Context: an optimization exercise on an open-source flow, tuned for small area, a short achievable clock period and few clock cycles per item. The choices shown serve that exercise and are no tape-out recipe. The RTL was checked by simulation tests, not by an equivalence proof against the original design.

// note_priority_list
module note_priority_list (
	input  logic       clk,
	input  logic       arst_n,
	input  logic       in_valid,
	output logic       in_ready,
	input  logic       in_op,
	input  logic [6:0] in_pitch,
	input  logic [6:0] in_velocity,
	output logic       out_valid,
	input  logic       out_ready,
	output logic       out_new_valid,
	output logic [6:0] out_new_pitch,
	output logic [6:0] out_new_velocity,
	output logic       out_old_valid,
	output logic [6:0] out_old_pitch,
	output logic       out_dropped,
	input  logic       cfg_valid,
	output logic       cfg_ready,
	input  logic       cfg_index,
	input  logic [4:0] cfg_data
);
clock: 5.0 ns
lec_check: 0
abc_area: 1
cap_margin: 20
core_margin: 2
core_utilization: 40
place_density: 0.6
setup_slack_margin: 2.5
slew_margin: 20
run.sh (not shown) runs the stock make flow with config.mk's settings and CLKGATE_MAP_FILE= SYNTH_SCRIPT=/design/flow/synth_recipe.tcl, a recipe that flattens the netlist after the stock synthesis.
The baseline completed with no timing, DRC or antenna violations.
Testbench counts at the start, summed over its fixed seeds: cycles 8,837, events 8,192.
Then changed:
--- a/flow/design.v
+++ b/flow/design.v
@@ -18,43 +18,41 @@
 	output logic       cfg_ready,
 	input  logic       cfg_index,
 	input  logic [4:0] cfg_data
 );
 	localparam int N = 16;
 	logic [1:0]  mode_q;
 	logic [16:0] v_is;
 	logic        v_big;
 	logic [15:0] v_gt;
-	always_comb begin
-		v_gt[15] = v_is[16] || v_big;
-		for (int i = 14; i >= 0; i--)
-			v_gt[i] = v_gt[i+1] || v_is[i+1];
-	end
 	always_ff @(posedge clk or negedge arst_n) begin
 		if (!arst_n) begin
 			mode_q <= 2'd0;
 			v_is   <= 17'd1;
 			v_big  <= 1'b0;
+			v_gt   <= 16'd0;
 		end else if (cfg_valid) begin
 			if (cfg_index == 1'b0) begin
 				mode_q <= cfg_data[1:0];
 			end else begin
 				for (int k = 0; k <= 16; k++)
 					v_is[k] <= (cfg_data == 5'(k));
 				v_big <= (cfg_data > 5'd16);
+				for (int i = 0; i < 16; i++)
+					v_gt[i] <= (5'(i) < cfg_data);
 			end
 		end
 	end
 	assign cfg_ready = 1'b1;
 	logic [N-1:0] valid_q;
 	logic [6:0]   pitch_q [0:N-1];
 	logic [6:0]   vel_q   [0:N-1];
-	logic       s_free, s_valid, s_op, p_valid, p_op, a_valid, a_op;
+	logic       s_valid, s_op, p_valid, p_op, a_valid, a_op;
 	logic [6:0] s_p, s_v, p_p, p_v, a_p, a_v;
 	logic [N-1:0] c_q, e_q;
 	logic [4:0] pn, an;
 	logic out_free, go, hold_q, complete, multi_d, p1, p2, p3, a5, a_free, ld_a, p_free, acc;
 	logic [N-1:0] pc, pe, cand, pre_c, ins, pre_e, two_e;
 	logic         xc, xe;
 	logic [N-1:0] valid_d, c_d, e_d, e_src;
 		logic [6:0]   pitch_d [0:N-1];
 	logic [6:0]   vel_d   [0:N-1];
@@ -133,21 +131,20 @@
 			hold_q <= p_op && multi_d;
 		else if (go && !complete)
 			hold_q <= a5;
 	end
 	assign go       = a_valid && (!b_valid || out_free);
 	assign complete = go && !hold_q;
 	assign a_free   = !a_valid || complete;
 	assign ld_a     = a_free && p_valid;
 	assign p_free   = !p_valid || a_free;
-	assign s_valid  = !s_free;
-	assign in_ready = s_free;
-	assign acc      = in_valid && s_free;
+	assign in_ready = !s_valid;
+	assign acc      = in_valid && !s_valid;
 	logic [N-1:0] s_dn, s_in, s_up, s_up2, s_hd;
 	logic [N-1:0] vec_en;
 	logic [N+1:0] valid_x, c_x, e_x;
 	logic [N:0]   two_x;
 	logic [N-1:0] c_nx, e_nx;
 	always_comb begin
 		e_src = a_free ? pe : e_q;
 		two_x = {two_e[N-1], two_e};
 		for (int i = 0; i < N; i++) begin
@@ -241,30 +238,30 @@
 			end
 		end else if (z_valid) begin
 			res[23]    = 1'b1;
 			res[22:16] = z_p;
 			res[15:9]  = z_v;
 		end
 	end
 	always_ff @(posedge clk or negedge arst_n) begin
 		if (!arst_n) begin
-			s_free  <= 1'b1;
+			s_valid <= 1'b0;
 			p_valid <= 1'b0;
 			a_valid <= 1'b0;
 		end else begin
 			if (a_free)
 				a_valid <= p_valid;
 			if (p_free)
 				p_valid <= s_valid || acc;
 			if (p_free)
-				s_free <= 1'b1;
+				s_valid <= 1'b0;
 			else if (acc)
-				s_free <= 1'b0;
+				s_valid <= 1'b1;
 		end
 	end
 	always_ff @(posedge clk) begin
 		if (ld_a) begin
 			a_op <= p_op;
 			a_p  <= p_p;
 			a_v  <= p_v;
 		end
 		if (p_free) begin
Result: The new run ran to the end with no violations; final area came out higher by 1.7%; non-clock buffer count falls by 69; clock skew barely changes; sequential cell count came out higher by 15.
Testbench counts after the change, summed over its fixed seeds: cycles 8,837, events 8,192.

---

## try-raven
The RTL this note starts from:
==> flow/design.v <==
module note_priority_list (
	input  logic       clk,
	input  logic       arst_n,
	input  logic       in_valid,
	output logic       in_ready,
	input  logic       in_op,
	input  logic [6:0] in_pitch,
	input  logic [6:0] in_velocity,
	output logic       out_valid,
	input  logic       out_ready,
	output logic       out_new_valid,
	output logic [6:0] out_new_pitch,
	output logic [6:0] out_new_velocity,
	output logic       out_old_valid,
	output logic [6:0] out_old_pitch,
	output logic       out_dropped,
	input  logic       cfg_valid,
	output logic       cfg_ready,
	input  logic       cfg_index,
	input  logic [4:0] cfg_data
);
	localparam int N = 16;
	logic [1:0]  mode_q;
	logic [16:0] v_is;
	logic        v_big;
	logic [15:0] v_gt;
	always_ff @(posedge clk or negedge arst_n) begin
		if (!arst_n) begin
			mode_q <= 2'd0;
			v_is   <= 17'd1;
			v_big  <= 1'b0;
			v_gt   <= 16'd0;
		end else if (cfg_valid) begin
			if (cfg_index == 1'b0) begin
				mode_q <= cfg_data[1:0];
			end else begin
				for (int k = 0; k <= 16; k++)
					v_is[k] <= (cfg_data == 5'(k));
				v_big <= (cfg_data > 5'd16);
				for (int i = 0; i < 16; i++)
					v_gt[i] <= (5'(i) < cfg_data);
			end
		end
	end
	assign cfg_ready = 1'b1;
	logic [N-1:0] valid_q;
	logic [6:0]   pitch_q [0:N-1];
	logic [6:0]   vel_q   [0:N-1];
	logic       s_valid, s_op, p_valid, p_op, a_valid, a_op;
	logic [6:0] s_p, s_v, p_p, p_v, a_p, a_v;
	logic [N-1:0] c_q, e_q;
	logic [2:0] pn, an;
	logic out_free, go, hold_q, complete, multi_d, p1, p2, a3, a_free, ld_a, p_free, acc;
	logic [N-1:0] pc, pe, cand, pre_c, ins, pre_e;
	logic         xc, xe;
	logic [N-1:0] valid_d, c_d, e_d, e_src;
		logic [6:0]   pitch_d [0:N-1];
	logic [6:0]   vel_d   [0:N-1];
	function automatic logic outranks(input logic [1:0] m, input logic [6:0] np,
		input logic [6:0] op);
		case (m)
			2'd0:    outranks = 1'b1;
			2'd1:    outranks = np > op;
			2'd2:    outranks = np < op;
			default: outranks = 1'b0;
		endcase
	endfunction
	function automatic logic [N-1:0] prefix_or(input logic [N-1:0] v);
		logic [N-1:0] r;
		r = v;
		for (int d = 1; d < N; d = d * 2)
			r = r | (r << d);
		prefix_or = r;
	endfunction
	function automatic logic [2:0] count3(input logic [N-1:0] v);
		logic [3*N-1:0] c;
		logic [2:0] x, y;
		for (int i = 0; i < N; i++)
			c[3*i +: 3] = {2'b00, v[i]};
		for (int d = 1; d < N; d = d * 2)
			for (int i = 0; i < N; i = i + 2 * d) begin
				x = c[3*i +: 3];
				y = c[3*(i+d) +: 3];
				c[3*i +: 3] = {x[2] | y[2] | (x[1] & y[0]) | (x[0] & y[1]),
					x[1] | y[1] | (x[0] & y[0]), x[0] | y[0]};
			end
		count3 = c[2:0];
	endfunction
	always_comb begin
		for (int i = 0; i < N; i++) begin
			pc[i] = !valid_q[i] || outranks(mode_q, p_p, pitch_q[i]);
			pe[i] = valid_q[i] && (pitch_q[i] == p_p);
		end
		xc = outranks(mode_q, p_p, a_p);
		xe = (p_p == a_p);
	end
	always_comb begin
		cand = {1'b1, c_q[N-2:0]};
		pre_c = prefix_or(cand) << 1;
		for (int i = 0; i < N; i++)
			ins[i] = cand[i] && !pre_c[i];
		pre_e = prefix_or(e_q);
	end
	always_comb begin
		pn = count3(pe);
		an = count3(e_q);
		p1 = pn[0];
		p2 = pn[1];
		a3 = an[2];
		multi_d = p2 || (a_valid && !a_op && xe && p1);
	end
	always_ff @(posedge clk) begin
		if (ld_a)
			hold_q <= p_op && multi_d;
		else if (go && !complete)
			hold_q <= a3;
	end
	assign go       = a_valid && (!b_valid || out_free);
	assign complete = go && !hold_q;
	assign a_free   = !a_valid || complete;
	assign ld_a     = a_free && p_valid;
	assign p_free   = !p_valid || a_free;
	assign in_ready = !s_valid;
	assign acc      = in_valid && !s_valid;
	logic [N-1:0] s_dn, s_in, s_up, s_hd;
	logic [N-1:0] vec_en;
	logic [N:0]   valid_x, c_x;
	logic [N-1:0] c_nx, e_nx;
	always_comb begin
		e_src = a_free ? pe : e_q;
		for (int i = 0; i < N; i++) begin
			s_dn[i] = go && !a_op && (i > 0) && pre_c[i];
			s_in[i] = go && !a_op && ins[i];
			s_up[i] = go && a_op && pre_e[i];
			s_hd[i] = !(s_dn[i] || s_in[i] || s_up[i]);
		end
		valid_x = {1'b0, valid_q};
		c_x     = {1'b1, pc};
		for (int i = 0; i < N; i++) begin
			valid_d[i] = (s_dn[i] & ((i > 0) ? valid_q[(i + N - 1) % N] : 1'b0)) | s_in[i] |
				(s_up[i] & valid_x[i+1]) | (s_hd[i] & valid_q[i]);
			pitch_d[i] = ({7{s_dn[i]}} & pitch_q[(i + N - 1) % N]) | ({7{s_in[i]}} & a_p) |
				({7{s_up[i]}} & pitch_q[(i + 1) % N]) | ({7{s_hd[i]}} & pitch_q[i]);
			vel_d[i]   = ({7{s_dn[i]}} & vel_q[(i + N - 1) % N]) | ({7{s_in[i]}} & a_v) |
				({7{s_up[i]}} & vel_q[(i + 1) % N]) | ({7{s_hd[i]}} & vel_q[i]);
			c_d[i]     = (s_dn[i] & pc[(i + N - 1) % N]) | (s_in[i] & xc) |
				(s_up[i] & c_x[i+1]) | (s_hd[i] & pc[i]);
			e_d[i]     = (s_dn[i] & e_src[(i + N - 1) % N]) | (s_in[i] & xe) |
				(s_up[i] & (i < N - 1) & e_src[(i + 1) % N]) | (s_hd[i] & e_src[i]);
		end
		vec_en = {N{ld_a || (go && !complete)}};
		c_nx   = ({N{ld_a}} & c_d) | ({N{!ld_a}} & c_q);
		e_nx   = (vec_en & e_d) | (~vec_en & e_q);
	end
	always_ff @(posedge clk or negedge arst_n) begin
		if (!arst_n)
			valid_q <= '0;
		else
			valid_q <= valid_d;
	end
	always_ff @(posedge clk) begin
		for (int i = 0; i < N; i++) begin
			pitch_q[i] <= pitch_d[i];
			vel_q[i]   <= vel_d[i];
		end
		c_q <= c_nx;
		e_q <= e_nx;
	end
	logic        early, rem_lt;
	logic        b_valid, b_op, b_snd, b_drop, b_adv;
	logic [6:0]  b_p, b_v;
	logic [23:0] res;
	logic [N-1:0] sel_z;
	logic        lim_on, z_valid;
	logic [6:0]  z_p, z_v;
	assign early  = |(v_gt & cand);
	assign rem_lt = |(v_gt & e_q);
	assign b_adv  = !b_valid || out_free;
	always_ff @(posedge clk or negedge arst_n) begin
		if (!arst_n)
			b_valid <= 1'b0;
		else if (b_adv)
			b_valid <= complete;
	end
	always_ff @(posedge clk) begin
		if (b_adv) begin
			b_op   <= a_op;
			b_p    <= a_p;
			b_v    <= a_v;
			b_snd  <= early || rem_lt;
			b_drop <= valid_q[N-1];
		end
	end
	always_comb begin
		lim_on  = 1'b0;
		z_valid = 1'b0; z_p = '0; z_v = '0;
		for (int i = 0; i < N; i++) begin
			sel_z[i] = b_op ? v_is[i+1] : v_is[i];
			lim_on  = lim_on | (v_is[i+1] & valid_q[i]);
			z_valid = z_valid | (sel_z[i] & valid_q[i]);
			z_p     = z_p | ({7{sel_z[i]}} & pitch_q[i]);
			z_v     = z_v | ({7{sel_z[i]}} & vel_q[i]);
		end
		res = '0;
		if (b_op == 1'b0) begin
			res[0] = b_drop;
			if (!(lim_on && !b_snd)) begin
				res[23]    = 1'b1;
				res[22:16] = b_p;
				res[15:9]  = b_v;
				if (lim_on && z_valid) begin
					res[8]   = 1'b1;
					res[7:1] = z_p;
				end
			end
		end else if (z_valid) begin
			res[23]    = 1'b1;
			res[22:16] = z_p;
			res[15:9]  = z_v;
		end
	end
	always_ff @(posedge clk or negedge arst_n) begin
		if (!arst_n) begin
			s_valid <= 1'b0;
			p_valid <= 1'b0;
			a_valid <= 1'b0;
		end else begin
			if (a_free)
				a_valid <= p_valid;
			if (p_free)
				p_valid <= s_valid || acc;
			if (p_free)
				s_valid <= 1'b0;
			else if (acc)
				s_valid <= 1'b1;
		end
	end
	always_ff @(posedge clk) begin
		if (ld_a) begin
			a_op <= p_op;
			a_p  <= p_p;
			a_v  <= p_v;
		end
		if (p_free) begin
			if (s_valid) begin
				p_op <= s_op;
				p_p  <= s_p;
				p_v  <= s_v;
			end else begin
				p_op <= in_op;
				p_p  <= in_pitch;
				p_v  <= in_velocity;
			end
		end
		if (!s_valid) begin
			s_op <= in_op;
			s_p  <= in_pitch;
			s_v  <= in_velocity;
		end
	end
	logic out_valid_q;
	logic [23:0] out_q;
	assign out_free  = !out_valid_q || out_ready;
	assign out_valid = out_valid_q;
	always_ff @(posedge clk or negedge arst_n) begin
		if (!arst_n)
			out_valid_q <= 1'b0;
		else if (out_free)
			out_valid_q <= b_valid;
	end
	always_ff @(posedge clk) begin
		if (out_free)
			out_q <= res;
	end
	assign {out_new_valid, out_new_pitch, out_new_velocity, out_old_valid, out_old_pitch,
		out_dropped} = out_q;
endmodule
==> flow/config.mk <==
export PLATFORM = sky130hd
export DESIGN_NAME = note_priority_list
export DESIGN_NICKNAME = note_priority_list
export VERILOG_FILES = /design/flow/design.v
export SDC_FILE = /design/flow/constraint.sdc
export NUM_CORES = 4
export LEC_CHECK = 0
export ABC_AREA = 1
export CAP_MARGIN = 20
export CORE_MARGIN = 2
export CORE_UTILIZATION = 40
export PLACE_DENSITY = 0.6
export SETUP_SLACK_MARGIN = 2.5
export SLEW_MARGIN = 20
==> flow/constraint.sdc <==
create_clock -name core_clock -period 5.0 [get_ports {clk}]
set_input_delay 1.0000 -clock core_clock [delete_from_list [all_inputs] [get_ports {clk}]]
set_output_delay 1.0000 -clock core_clock [all_outputs]
set_load 0.01 [all_outputs]
Testbench counts of try-raven, summed over its fixed seeds: cycles 9,945, events 8,192.
## Diff of input files: try-yarrow against try-raven
--- a/flow/design.v
+++ b/flow/design.v
@@ -23,31 +23,33 @@
 	logic [1:0]  mode_q;
 	logic [16:0] v_is;
 	logic        v_big;
 	logic [15:0] v_gt;
+	always_comb begin
+		v_gt[15] = v_is[16] || v_big;
+		for (int i = 14; i >= 0; i--)
+			v_gt[i] = v_gt[i+1] || v_is[i+1];
+	end
 	always_ff @(posedge clk or negedge arst_n) begin
 		if (!arst_n) begin
 			mode_q <= 2'd0;
 			v_is   <= 17'd1;
 			v_big  <= 1'b0;
-			v_gt   <= 16'd0;
 		end else if (cfg_valid) begin
 			if (cfg_index == 1'b0) begin
 				mode_q <= cfg_data[1:0];
 			end else begin
 				for (int k = 0; k <= 16; k++)
 					v_is[k] <= (cfg_data == 5'(k));
 				v_big <= (cfg_data > 5'd16);
-				for (int i = 0; i < 16; i++)
-					v_gt[i] <= (5'(i) < cfg_data);
 			end
 		end
 	end
 	assign cfg_ready = 1'b1;
 	logic [N-1:0] valid_q;
 	logic [6:0]   pitch_q [0:N-1];
 	logic [6:0]   vel_q   [0:N-1];
-	logic       s_valid, s_op, p_valid, p_op, a_valid, a_op;
+	logic       s_free, s_valid, s_op, p_valid, p_op, a_valid, a_op;
 	logic [6:0] s_p, s_v, p_p, p_v, a_p, a_v;
 	logic [N-1:0] c_q, e_q;
 	logic [2:0] pn, an;
 	logic out_free, go, hold_q, complete, multi_d, p1, p2, a3, a_free, ld_a, p_free, acc;
@@ -119,10 +121,11 @@
 	assign complete = go && !hold_q;
 	assign a_free   = !a_valid || complete;
 	assign ld_a     = a_free && p_valid;
 	assign p_free   = !p_valid || a_free;
-	assign in_ready = !s_valid;
-	assign acc      = in_valid && !s_valid;
+	assign s_valid  = !s_free;
+	assign in_ready = s_free;
+	assign acc      = in_valid && s_free;
 	logic [N-1:0] s_dn, s_in, s_up, s_hd;
 	logic [N-1:0] vec_en;
 	logic [N:0]   valid_x, c_x;
 	logic [N-1:0] c_nx, e_nx;
@@ -220,20 +223,20 @@
 		end
 	end
 	always_ff @(posedge clk or negedge arst_n) begin
 		if (!arst_n) begin
-			s_valid <= 1'b0;
+			s_free  <= 1'b1;
 			p_valid <= 1'b0;
 			a_valid <= 1'b0;
 		end else begin
 			if (a_free)
 				a_valid <= p_valid;
 			if (p_free)
 				p_valid <= s_valid || acc;
 			if (p_free)
-				s_valid <= 1'b0;
+				s_free <= 1'b1;
 			else if (acc)
-				s_valid <= 1'b1;
+				s_free <= 1'b0;
 		end
 	end
 	always_ff @(posedge clk) begin
 		if (ld_a) begin
Notes after the runs:
try-yarrow ends up with a utilization after layout that is 3.5 points higher than in try-raven. Going from try-raven to try-yarrow, area of the multi-input gates grows by 3.1%. Measured against try-raven, the post-synthesis cell count of try-yarrow comes out at 0.901 times the reference value. try-yarrow reports its worst setup path endpoint as out_q[21] while try-raven reports out_q[9]. Between try-raven and try-yarrow, the flow reports overall via count from detail_route decreasing by a few percent. Diff try-raven -> try-yarrow: non-clock buffer count has increased, sequential cell count has decreased, setup slack at placement has increased.
Testbench counts of try-yarrow, summed over its fixed seeds: cycles 9,945, events 8,192.

## separate check: timing with driven ports
No port has a modelled driver above. Below, the same layouts with a new extraction and two added sets of constraints.
Step 1: set_driving_cell puts a clkbuf_16 on clk and a buf_2 on each other input, an assumption about the parent block.
Step 2 also shifts input and output timing later by t, the mid clock arrival at the registers, as if the neighbouring blocks saw the same clock.
Three values: ideal ports, drivers, drivers and shift; two values: the first two.
run	shift t [ns]	slack for setup (ns)	worst hold slack (ns)	worst setup path after step 2
the first run of note 1	0.673	2.383 / 2.383 / 1.875	0.419 / 0.419 / 0.419	input to register
the second run of note 1	0.679	2.459 / 2.449 / 1.818	0.257 / 0.213 / 0.416	input to register
try-raven	0.671	2.473 / 2.471 / 1.907	0.408 / 0.368 / 0.420	input to register
try-yarrow	0.663	2.408 / 2.408 / 1.853	0.413 / 0.413 / 0.413	input to register
After both steps setup and hold are still met in every run listed. The setup slack of the second run of note 1, which loses most, moves by -0.010 ns with the drivers and by -0.641 ns with both steps.
